What follows belongs to an exercise in optimizing a design on an open flow for small area; a production flow would make more cautious choices. RTL that was checked went through simulation tests only; none was proved equivalent to the original. Power is estimated from default activity; no workload was simulated.

== lagoon ==
## powlib_ipmaxi_rd
module powlib_ipmaxi_rd #(
   parameter int MAX_BURST = 128,
   parameter     ID        = "IPMAXI_RD",
   parameter int EAR       = 0,
   parameter int EDBG      = 0,
   parameter int B_BPD     = 4,
   parameter int B_AW      = 32,
   localparam int B_DW     = 8*B_BPD
) (
   input  logic            clk,
   input  logic            rst,
   input  logic [B_AW-1:0] wraddr,
   input  logic [B_DW-1:0] wrdata,
   input  logic            wrvld,
   output logic            wrrdy,
   output logic            wrnf,
   output logic [B_AW-1:0] rdaddr,
   output logic [B_DW-1:0] rddata,
   output logic [1:0]      rdresp,
   output logic            rdvld,
   input  logic            rdrdy,
   output logic [B_AW-1:0] araddr,
   output logic [7:0]      arlen,
   output logic [2:0]      arsize,
   output logic [1:0]      arburst,
   output logic            arvalid,
   input  logic            arready,
   input  logic [B_DW-1:0] rdata,
   input  logic [1:0]      rresp,
   input  logic            rlast,
   input  logic            rvalid,
   output logic            rready
);
export LEC_CHECK = 0
export CAP_MARGIN = 20
export CORE_MARGIN = 2
export CORE_UTILIZATION = 60
export CTS_BUF_LIST = sky130_fd_sc_hd__clkbuf_8
export CTS_CLUSTER_DIAMETER = 40
export CTS_CLUSTER_SIZE = 20
export SLEW_MARGIN = 20
create_clock -name core_clock -period 10.0 [get_ports {clk}]
standard.sh (not shown) runs the stock make flow with config.mk's settings and CLKGATE_MAP_FILE= SYNTH_SCRIPT=/design/flow/synth_recipe.tcl, a recipe that flattens the netlist after the stock synthesis.
==> flow/flow/run.sh <==
#!/bin/bash
set -euo pipefail
export BUFFER_PORTS_ARGS="-buffer_cell sky130_fd_sc_hd__buf_1"
bash standard.sh > standard_flow.log 2>&1
The inputs of willow differ from those of lagoon as listed below.
Settings: swapping 20 for 8 in CTS_CLUSTER_SIZE; swapping sky130_fd_sc_hd__clkbuf_8 for sky130_fd_sc_hd__clkbuf_4 in CTS_BUF_LIST; swapping 40 for 50 in CTS_CLUSTER_DIAMETER; swapping 20 for 5 in SLEW_MARGIN; swapping 20 for 5 in CAP_MARGIN.
### Flow results
- Routed wire length delta (lagoon -> willow): insignificant
- The run showing the smaller clock power share is willow.
- Status: worst hold slack parity (willow, lagoon)
- Re setup slack on the worst flop-to-flop path: willow and lagoon aren't equal, and the lower value belongs to lagoon.
- willow finished every stage and its layout cleared the timing, DRC and antenna checks.
- Between willow and lagoon, the via count does not differ in any meaningful way.
- | post-route minimum period | willow vs lagoon | better |
- NOTE: clock skew in willow exceeds that of lagoon
[inputs] sierra vs willow
Settings: SLEW_MARGIN changed from 5 to 20; CAP_MARGIN changed from 5 to 20.
Notes after the runs:
Routed wire length essentially unchanged between willow and sierra.
Between sierra and willow, the fraction of area in multi-input gates does not differ in any meaningful way.
Looking at willow and sierra, the wire length per cell is a wash.
The lower maximum single-stage delay on the critical path came out of willow.
willow → sierra: upper clock frequency limit shows a reduction of about 0.5%, vertical die dimension comparable, final core utilization closely matched the old numbers.
Compared with willow, sierra has less setup slack.
Looking at willow and sierra, the fraction of area in clock buffers and inverters is a wash.
Between willow and sierra, the difference in worst hold slack is negligible.
Function was not checked in any run of this note: the RTL went through the layout flow alone.

---

## run A
Another version of the RTL of powlib_ipmaxi_rd (not shown whole).
Size: ~25,000 um^2 of cells after synthesis.
export LEC_CHECK = 0
export CAP_MARGIN = 20
export CORE_MARGIN = 2
export CORE_UTILIZATION = 70
export CTS_BUF_LIST = sky130_fd_sc_hd__clkbuf_4
export CTS_CLUSTER_DIAMETER = 50
export CTS_CLUSTER_SIZE = 8
export SLEW_MARGIN = 20
create_clock -name core_clock -period 10.0 [get_ports {clk}]
Scripts as last shown in full above: flow/flow/run.sh
Run A reached the end of the flow, and the finished layout is clean on the timing, DRC and antenna checks.
Relative to run A, the following input files were edited for run B:
# run A
export LEC_CHECK = 0
export CAP_MARGIN = 20
export CORE_MARGIN = 2
export CORE_UTILIZATION = 70
export CTS_BUF_LIST = sky130_fd_sc_hd__clkbuf_4
export CTS_CLUSTER_DIAMETER = 50
export CTS_CLUSTER_SIZE = 8
export SLEW_MARGIN = 20
create_clock -name core_clock -period 10.0 [get_ports {clk}]
# run B
export LEC_CHECK = 0
export CAP_MARGIN = 20
export CORE_MARGIN = 2
export CORE_UTILIZATION = 60
export CTS_BUF_LIST = sky130_fd_sc_hd__clkbuf_4
export CTS_CLUSTER_DIAMETER = 50
export CTS_CLUSTER_SIZE = 8
export SLEW_MARGIN = 20
create_clock -name core_clock -period 10.0 [get_ports {clk}]
- Run B: detailed-router iteration count before antenna repair 1 above run A
- NOTE: placed standard-cell area in run B exceeds that of run A
- Of run B and run A, the higher cell count belongs to run B.
- Summary: post-layout worst setup margin, run B worse than run A
Changes in run C relative to run B:
==> flow/flow/run.sh <==
#!/bin/bash
# The standard layout (standard.sh) with two changes:
#  - ABC maps the combinational logic with an area-oriented script (flow/abc_area_nf.script)
#    in place of ORFS's speed script; the rest of the synthesis (synth_recipe.tcl, sourced
#    unchanged) and every register stay as the standard synthesis makes them;
#  - the port buffers are made from the smallest buffer cell.
# Each tool's output stays in ORFS's own logs under orfs/logs; make's output goes to
# standard_flow.log.
set -euo pipefail
here=$(pwd)
cat > "$here/area_synth.tcl" <<TCL
proc abc {args} {
  set i [lsearch -exact \$args -script]
  if { \$i >= 0 } { lset args [expr { \$i + 1 }] $here/flow/abc_area_nf.script }
  yosys abc {*}\$args
}
source $here/synth_recipe.tcl
TCL
sed "s#SYNTH_SCRIPT=[^ ]*#SYNTH_SCRIPT=$here/area_synth.tcl #" standard.sh > "$here/area_standard.sh"
grep -q "SYNTH_SCRIPT=$here/area_synth.tcl" "$here/area_standard.sh"
export BUFFER_PORTS_ARGS="-buffer_cell sky130_fd_sc_hd__buf_1"
bash "$here/area_standard.sh" > standard_flow.log 2>&1
==> flow/flow/abc_area_nf.script (new file) <==
&get -n
&st
&dch
&nf -R 1000
&put
==> comparison <==
The standard cells in run C occupy less silicon area than those in run B do. [run C] half-perimeter wire length of the detailed placement result fell 2.2 mm relative to run B. Comparing total power for run C and run B, the smaller number came from run C.
diff inputs: run C => run D
# run C
export LEC_CHECK = 0
export CAP_MARGIN = 20
export CORE_MARGIN = 2
export CORE_UTILIZATION = 60
export CTS_BUF_LIST = sky130_fd_sc_hd__clkbuf_4
export CTS_CLUSTER_DIAMETER = 50
export CTS_CLUSTER_SIZE = 8
export SLEW_MARGIN = 20
create_clock -name core_clock -period 10.0 [get_ports {clk}]
# run D
export LEC_CHECK = 0
export CAP_MARGIN = 20
export CORE_MARGIN = 2
export CORE_UTILIZATION = 60
export CTS_BUF_LIST = sky130_fd_sc_hd__clkbuf_2 sky130_fd_sc_hd__clkbuf_4
export CTS_CLUSTER_DIAMETER = 50
export CTS_CLUSTER_SIZE = 8
export SLEW_MARGIN = 20
create_clock -name core_clock -period 10.0 [get_ports {clk}]
==> comparison <==
Time the final worst path needs with I/O delays and setup: run C vs run D identical
Run D closes out successfully: all stages finished, all timing, DRC and antenna checks passed.
Re worst hold margin: no difference whatsoever between run C and run D.
Comparing run D with run C, the antenna cell count came out essentially unchanged.
From run C to run D, depth of the critical timing path with buffers and inverters included did not move at all.
Run D -> run C: met1 capacity usage during global routing delta 0, exact match
Any difference in total number of sequential cells between run D and run C is small enough to ignore.
Diff run D..run C | routed wire length | unchanged
From run C to run D, total grt overflow did not move at all.

---

== red ==
Another version of the RTL of powlib_ipmaxi_rd (not shown whole).
Size in the first run: about 220 I/O pins.
export LEC_CHECK = 0
export CAP_MARGIN = 20
export CORE_MARGIN = 2
export CORE_UTILIZATION = 60
export CTS_BUF_LIST = sky130_fd_sc_hd__clkbuf_4
export CTS_CLUSTER_DIAMETER = 40
export CTS_CLUSTER_SIZE = 10
export SLEW_MARGIN = 20
create_clock -name core_clock -period 10.0 [get_ports {clk}]
==> flow/flow/run.sh <==
#!/bin/bash
set -euo pipefail
export BUFFER_PORTS_ARGS="-buffer_cell sky130_fd_sc_hd__buf_1"
bash standard.sh > standard_flow.log 2>&1
Input-level comparison between purple and red:
- a deleted CTS_CLUSTER_SIZE that had been 10
- a change of CTS_BUF_LIST from sky130_fd_sc_hd__clkbuf_4 to sky130_fd_sc_hd__clkbuf_8
- a deleted CTS_CLUSTER_DIAMETER that had been 40
==> flow/run.sh (new file) <==
#!/bin/bash
# synth_recipe.tcl (not shown) runs the flow's synth.tcl, then flattens the netlist and writes it again
# the make line also repeats each setting of config.mk as NAME=value (left out here)
make -C /OpenROAD-flow-scripts/flow DESIGN_CONFIG=/design/flow/config.mk WORK_HOME=/design/flow/orfs CLKGATE_MAP_FILE= SYNTH_SCRIPT=/design/flow/synth_recipe.tcl finish
removed: flow/flow/run.sh
removed: flow/standard.sh
## What came out
purple falls short of red in design area. Compared with red, in purple detailed route wirelength on metal3 increased about 2.5%; total routing resource utilization after global routing increased 0.36 points; first-pass iteration count of the detailed router decreased 1; shortest clock period the worst path allows after layout increased 0.36 ns; setup TNS after final layout essentially unchanged. Relative to red, final clock period utilization by the worst path has increased by 3.6 points in purple. Compared with red, purple shows a lower layout cell share with drive strength beyond 1.

---

The RTL this note starts from:
==> flow/design.v <==
module powlib_ipmaxi_rd #(
   parameter int MAX_BURST = 128,
   parameter     ID        = "IPMAXI_RD",
   parameter int EAR       = 0,
   parameter int EDBG      = 0,
   parameter int B_BPD     = 4,
   parameter int B_AW      = 32,
   localparam int B_DW     = 8*B_BPD
) (
   input  logic            clk,
   input  logic            rst,
   input  logic [B_AW-1:0] wraddr,
   input  logic [B_DW-1:0] wrdata,
   input  logic            wrvld,
   output logic            wrrdy,
   output logic            wrnf,
   output logic [B_AW-1:0] rdaddr,
   output logic [B_DW-1:0] rddata,
   output logic [1:0]      rdresp,
   output logic            rdvld,
   input  logic            rdrdy,
   output logic [B_AW-1:0] araddr,
   output logic [7:0]      arlen,
   output logic [2:0]      arsize,
   output logic [1:0]      arburst,
   output logic            arvalid,
   input  logic            arready,
   input  logic [B_DW-1:0] rdata,
   input  logic [1:0]      rresp,
   input  logic            rlast,
   input  logic            rvalid,
   output logic            rready
);
   localparam logic [7:0] PTAG = 8'(EAR) ^ 8'(EDBG) ^ 8'($bits(ID)) ^ 8'(MAX_BURST);
   logic unused_ptag_s;
   assign unused_ptag_s = ^PTAG;
   logic [29:0] hd_addr_q;
   logic [31:0] hd_len_q;
   logic        hd_vld_q;
   logic [29:0] fq_addr_q [7];
   logic [31:0] fq_len_q  [7];
   logic [2:0]  fq_cnt_q;
   logic [29:0] af_addr_q [4];
   logic [2:0]  af_cnt_q;
   logic [6:0]  boff_q;
   logic [6:0]  off_s;
   logic [7:0]  lim_s;
   logic [6:0]  lenm1_s;
   logic        zero_s, short_s, last_s, af_full_s;
   logic        arvalid_s, ar_hs_s, pop_s, push_s, push_hd_s, push_fq_s, fq_take_s;
   logic        beat_s, af_pop_s;
   logic [29:0] next_addr_s, fq_head_addr_s;
   logic [31:0] next_len_s, fq_head_len_s;
   logic [7:0]  lo_sum_s;
   assign off_s     = (&hd_addr_q[9:7]) ? hd_addr_q[6:0] : 7'd0;
   assign lim_s     = 8'd128 - {1'b0, off_s};
   assign zero_s    = (hd_len_q == 32'd0);
   assign short_s   = (hd_len_q[31:7] == 25'd0) && (hd_len_q[6:0] <= ~off_s) ;
   assign last_s    = (hd_len_q[31:8] == 24'd0) && (hd_len_q[7:0] <= lim_s);
   assign lenm1_s   = hd_len_q[6:0] - 7'd1;
   assign af_full_s = af_cnt_q[2];
   assign arvalid_s = hd_vld_q && !zero_s && !af_full_s;
   assign ar_hs_s   = arvalid_s && arready;
   assign pop_s     = hd_vld_q && (zero_s || (arready && !af_full_s && last_s));
   assign push_s    = wrvld && !(hd_vld_q && (fq_cnt_q == 3'd7));
   assign push_hd_s = push_s && (fq_cnt_q == 3'd0) && (!hd_vld_q || pop_s);
   assign push_fq_s = push_s && !push_hd_s;
   assign fq_take_s = pop_s && (fq_cnt_q != 3'd0);
   assign next_addr_s = (&hd_addr_q[9:7]) ? {hd_addr_q[29:10] + 20'd1, 10'd0}
                                          : {hd_addr_q[29:10], hd_addr_q[9:7] + 3'd1, hd_addr_q[6:0]};
   assign lo_sum_s    = {1'b0, hd_len_q[6:0]} + {1'b0, off_s};
   assign next_len_s  = {lo_sum_s[7] ? hd_len_q[31:7] : hd_len_q[31:7] - 25'd1, lo_sum_s[6:0]};
   assign fq_head_addr_s = fq_addr_q[fq_cnt_q - 3'd1];
   assign fq_head_len_s  = fq_len_q[fq_cnt_q - 3'd1];
   assign beat_s   = rvalid && rdrdy && (af_cnt_q != 3'd0);
   assign af_pop_s = beat_s && rlast;
   always_ff @(posedge clk or negedge rst) begin
      if (!rst) begin
         hd_vld_q <= 1'b0;
         fq_cnt_q <= 3'd0;
         af_cnt_q <= 3'd0;
         boff_q   <= 7'd0;
      end else begin
         if (push_hd_s) begin
            hd_vld_q <= 1'b1;
         end else if (pop_s && (fq_cnt_q == 3'd0)) begin
            hd_vld_q <= 1'b0;
         end
         case ({push_fq_s, fq_take_s})
            2'b10:   fq_cnt_q <= fq_cnt_q + 3'd1;
            2'b01:   fq_cnt_q <= fq_cnt_q - 3'd1;
            default: ;
         endcase
         case ({ar_hs_s, af_pop_s})
            2'b10:   af_cnt_q <= af_cnt_q + 3'd1;
            2'b01:   af_cnt_q <= af_cnt_q - 3'd1;
            default: ;
         endcase
         if (beat_s) begin
            boff_q <= rlast ? 7'd0 : boff_q + 7'd1;
         end
      end
   end
   always_ff @(posedge clk) begin
      if (fq_take_s) begin
         hd_addr_q <= fq_head_addr_s;
         hd_len_q  <= fq_head_len_s;
      end else if (push_hd_s) begin
         hd_addr_q <= wraddr[31:2];
         hd_len_q  <= wrdata;
      end else if (ar_hs_s) begin
         hd_addr_q <= next_addr_s;
         hd_len_q  <= next_len_s;
      end
   end
   always_ff @(posedge clk) begin
      if (push_fq_s) begin
         fq_addr_q[0] <= wraddr[31:2];
         fq_len_q[0]  <= wrdata;
         for (int i = 1; i < 7; i++) begin
            fq_addr_q[i] <= fq_addr_q[i-1];
            fq_len_q[i]  <= fq_len_q[i-1];
         end
      end
   end
   always_ff @(posedge clk) begin
      if (ar_hs_s) begin
         af_addr_q[0] <= hd_addr_q;
         for (int i = 1; i < 4; i++) begin
            af_addr_q[i] <= af_addr_q[i-1];
         end
      end
   end
   logic [29:0] af_head_s;
   assign af_head_s = af_addr_q[af_cnt_q[1:0] - 2'd1];
   assign wrrdy   = !(hd_vld_q && (fq_cnt_q == 3'd7));
   assign wrnf    = !hd_vld_q || (fq_cnt_q <= 3'd5);
   assign arvalid = arvalid_s;
   assign araddr  = {hd_addr_q, 2'b00};
   assign arlen   = {1'b0, short_s ? lenm1_s : ~off_s};
   assign arsize  = 3'd2;
   assign arburst = 2'b01;
   assign rdvld   = rvalid;
   assign rddata  = rdata;
   assign rdresp  = rresp;
   assign rready  = rdrdy;
   assign rdaddr  = {af_head_s[29:10], af_head_s[9:0] + {3'd0, boff_q}, 2'b00};
endmodule
clock: 10.0 ns
lec_check: 0
cap_margin: 20
core_margin: 2
core_utilization: 60
cts_buf_list: sky130_fd_sc_hd__clkbuf_4
cts_cluster_diameter: 50
cts_cluster_size: 10
slew_margin: 20
run.sh (not shown) runs the stock make flow with config.mk's settings and CLKGATE_MAP_FILE= SYNTH_SCRIPT=/design/flow/synth_recipe.tcl, a recipe that flattens the netlist after the stock synthesis.
Stock flow here: none of the scripts above is used.
The starting point produced a clean layout.
==> next run, changes <==
- CORE_UTILIZATION: 60 -> 40
- CTS_CLUSTER_DIAMETER: 50 -> unset
- CTS_CLUSTER_SIZE: 10 -> unset
=> Utilization drops by 19 points. Setup slack got worse by 0.078 ns. Power climbs by 13%. Routed wire length climbs by 8.0%. Area after synthesis stays the same. Hold slack got worse by 0.035 ns. Via count climbs by 5.0%. Clock skew stays flat. Design area climbs by 5.9%.
==> next run, changes <==
==> flow/flow/run.sh (new file) <==
#!/bin/bash
set -euo pipefail
export BUFFER_PORTS_ARGS="-buffer_cell sky130_fd_sc_hd__buf_1"
bash standard.sh > standard_flow.log 2>&1
==> flow/standard.sh (new file) <==
#!/bin/bash
# synth_recipe.tcl (not shown) runs the flow's synth.tcl, then flattens the netlist and writes it again
# the make line also repeats each setting of config.mk as NAME=value (left out here)
make -C /OpenROAD-flow-scripts/flow DESIGN_CONFIG=/design/flow/config.mk WORK_HOME=/design/flow/orfs CLKGATE_MAP_FILE= SYNTH_SCRIPT=/design/flow/synth_recipe.tcl "${@:-finish}"
- CORE_UTILIZATION: 40 -> 60
- CTS_CLUSTER_DIAMETER: unset -> 50
- CTS_CLUSTER_SIZE: unset -> 8
removed: flow/run.sh
Outcome:
- The changed run completed without violations
- wire length falls by 8.1%
- via count falls by 4.4%
- die area falls by 33%
- power falls by 13%

[separate check: timing with driven ports]
In the flow no input, the clock included, has a driving cell. The finished layouts below were timed again as built, in two steps. Step 1 sets driving cells, clkbuf_16 on the clock port and buf_2 on the other inputs (assumed; they add their load-dependent delay and slew). Step 2 adds t to the input delays and takes it off the output delays; t is the mean of the earliest and latest rising clock arrival at the registers after step 1. Input paths then give back, and output paths get back, about the clock's delay inside the block. Slacks: no drivers / after step 1 / after step 2; pairs: no drivers / after step 1.
run | t (ns) | setup slack, ns | hold slack, ns | clock arrival spread, ns | cell pins on the clock port's net
lagoon | 0.715 | 3.526 / 3.534 / 2.819 | 0.444 / 0.444 / 0.444 | 0.034 / 0.034 | 1
willow | 0.897 | 3.733 / 3.729 / 2.889 | 0.447 / 0.447 / 0.447 | 0.053 / 0.053 | 1
sierra | 0.901 | 3.701 / 3.694 / 2.826 | 0.447 / 0.447 / 0.447 | 0.055 / 0.055 | 1
run A | 0.853 | 3.395 / 3.414 / 2.561 | 0.480 / 0.480 / 0.480 | 0.031 / 0.031 | 1
run B | 0.843 | 3.098 / 3.129 / 2.287 | 0.479 / 0.479 / 0.479 | 0.049 / 0.049 | 1
run C | 0.847 | 2.014 / 2.014 / 1.954 | 0.480 / 0.480 / 0.480 | 0.028 / 0.027 | 1
run D | 0.847 | 2.014 / 2.014 / 1.954 | 0.480 / 0.480 / 0.480 | 0.028 / 0.027 | 1
red | 0.848 | 3.850 / 3.792 / 4.613 | 0.413 / 0.413 / 0.413 | 0.061 / 0.060 | 1
purple | 0.728 | 3.489 / 3.433 / 4.161 | 0.440 / 0.440 / 0.440 | 0.032 / 0.031 | 1
the first run of note 4 | 0.860 | 3.267 / 3.211 / 4.071 | 0.428 / 0.428 / 0.428 | 0.074 / 0.074 | 1
the second run of note 4 | 1.022 | 3.190 / 3.137 / 3.659 | 0.393 / 0.393 / 0.393 | 0.067 / 0.067 | 1
the third run of note 4 | 0.873 | 3.850 / 3.791 / 4.658 | 0.408 / 0.408 / 0.408 | 0.059 / 0.058 | 1
After both steps every run listed still meets setup and hold. The setup slack of sierra, which loses most, moves by -0.007 ns with the drivers and by -0.875 ns with both steps.
